Background: an optimization exercise with open tools, aiming at small area and few clock cycles. Do not read the settings as production practice.
Only simulation tests tie the RTL to the original design; equivalence was not proved.
Power figures rest on the tool's default switching activity, not on a simulated workload.

## harbor
// pipeline_cpu
module pipeline_cpu (
    input  logic clk,
    input  logic rst,
    output cpu_pkg::word_t imem_addr,
    input  cpu_pkg::word_t imem_data,
    output logic retire_valid,
    output cpu_pkg::word_t retire_pc,
    output cpu_pkg::reg_addr_t retire_rd,
    output cpu_pkg::word_t retire_data,
    output logic retire_illegal
);
Size in the first run: ~4300 cells after synthesis, about 140 I/O pins, ~48000 sq um of cells after synthesis.
==> flow/config.mk <==
export PLATFORM = sky130hd
export DESIGN_NAME = pipeline_cpu
export DESIGN_NICKNAME = pipeline_cpu
export VERILOG_FILES = /design/flow/design.v
export SDC_FILE = /design/flow/constraint.sdc
export NUM_CORES = 4
export LEC_CHECK = 0
export CAP_MARGIN = 20
export CELL_PAD_IN_SITES_DETAIL_PLACEMENT = 1
export CORE_MARGIN = 2
export CORE_UTILIZATION = 45
export CTS_CLUSTER_DIAMETER = 100
export CTS_CLUSTER_SIZE = 30
export SETUP_SLACK_MARGIN = 0.3
export SLEW_MARGIN = 20
export SYNTH_HIERARCHICAL = 1
==> flow/constraint.sdc <==
create_clock -name core_clock -period 8.5 [get_ports {clk}]
set_input_delay 1.7000 -clock core_clock [delete_from_list [all_inputs] [get_ports {clk}]]
set_output_delay 1.7000 -clock core_clock [all_outputs]
set_load 0.01 [all_outputs]
standard.sh (not shown) runs the stock make flow with config.mk's settings and CLKGATE_MAP_FILE= SYNTH_SCRIPT=/design/flow/synth_recipe.tcl, a recipe that flattens the netlist after the stock synthesis.
==> flow/flow/run.sh <==
#!/bin/bash
set -euo pipefail
bash standard.sh "BUFFER_PORTS_ARGS=-buffer_cell sky130_fd_sc_hd__buf_1" finish > standard.log 2>&1
The final layout from harbor, which completed every stage, passed the timing, design-rule and antenna checks at the end of the flow.
Testbench counts of harbor, summed over its fixed seeds: cycles 80,008.
Edits applied to the flow inputs when going from harbor to pepper:
- CELL_PAD_IN_SITES_DETAIL_PLACEMENT no longer set, was 1
- CTS_CLUSTER_DIAMETER now 90, was 100
- CTS_CLUSTER_SIZE now 25, was 30
==> flow/run.sh (new file) <==
#!/bin/bash
# synth_recipe.tcl (not shown) runs the flow's synth.tcl, then flattens the netlist and writes it again
# the make line also repeats each setting of config.mk as NAME=value (left out here)
make -C /OpenROAD-flow-scripts/flow DESIGN_CONFIG=/design/flow/config.mk WORK_HOME=/design/flow/orfs CLKGATE_MAP_FILE= SYNTH_SCRIPT=/design/flow/synth_recipe.tcl finish
removed: flow/flow/run.sh
removed: flow/standard.sh
==> run notes <==
Changes observed in pepper relative to harbor: internal portion of total power grew by 2.4%, worst hold margin lower, number of nets in the finished design moved up. Comparing post-route total power for harbor and pepper, the bigger number came from pepper. From harbor to pepper the numbers moved as follows: via count went down 1.3%, hold buffer count at cts roughly the same, cell count shows an increase of 28, global placement routability congestion has decreased. The origin of the worst setup path comes out imem_data[17] in one run and imem_data[23] in the other, namely in harbor and pepper respectively.

## oak
pipeline_cpu, a different RTL version from the one above (not shown whole).
Size: ~3,500 cells after synthesis, ~1,100 flip-flops, about 140 I/O pins, about 51,000 um2 of cells after synthesis.
make LEC_CHECK=0 CAP_MARGIN=20 CORE_MARGIN=2 CORE_UTILIZATION=50 SETUP_SLACK_MARGIN=0.3 SLEW_MARGIN=20 SYNTH_HIERARCHICAL=1 finish   # period 8.5 ns
run.sh (not shown) runs the stock make flow with config.mk's settings and CLKGATE_MAP_FILE= SYNTH_SCRIPT=/design/flow/synth_recipe.tcl, a recipe that flattens the netlist after the stock synthesis.
Stock flow here: none of the scripts above is used.
oak reached the final stage; the timing, design-rule and antenna checks on its layout passed.
Testbench counts of oak, summed over its fixed seeds: cycles 80,008.
diff inputs: oak => pine
- SETUP_SLACK_MARGIN now 0.15, was 0.3
Notes after the runs:
- pine -> oak: net total in the final layout flat
- ~same data-path buffer share of cell area in the final layout in pine and oak
- In pine the power share of the sequential group turned out 0.3 points higher than in oak.
- Summary of pine over oak: worst path setup slack after routing rose 380 ps, fraction of area in multi-input gates level, final cell count without fillers shows no meaningful change, amount of wire on met3 after detailed routing now sits higher.

==> port drivers added, routing unchanged <==
Ports are ideal in the flow. The routed layouts listed here were re-timed in OpenROAD.
Step 1, drivers: a clkbuf_16 drives clk and a buf_2 each remaining input, both assumed.
Step 2 adds t to the input delays and takes it off the output delays; t is the mean of the earliest and latest rising clock arrival at the registers after step 1. Input paths then give back, and output paths get back, about the clock's delay inside the block.
Slacks: ideal / step 1 / step 2; pairs: ideal / step 1.
run | t (ns) | slack for setup (ns) | worst hold slack (ns) | worst setup path after step 2 | clock arrival spread, ns
harbor | 0.789 | 0.842 / 0.819 / 0.030 | 0.460 / 0.460 / 0.460 | input to register | 0.047 / 0.047
pepper | 0.786 | 0.684 / 0.662 / -0.124 | 0.449 / 0.449 / 0.449 | input to register | 0.073 / 0.073
oak | 0.776 | 0.452 / 0.498 / -0.278 | 0.438 / 0.438 / 0.438 | input to register | 0.057 / 0.057
pine | 0.794 | 0.831 / 0.866 / 0.072 | 0.450 / 0.450 / 0.450 | input to register | 0.056 / 0.057
Met with ideal ports but missed after step 2: setup timing in pepper and oak. For harbor, which loses most, drivers alone change the setup slack by -0.023 ns; drivers and shift together by -0.812 ns.
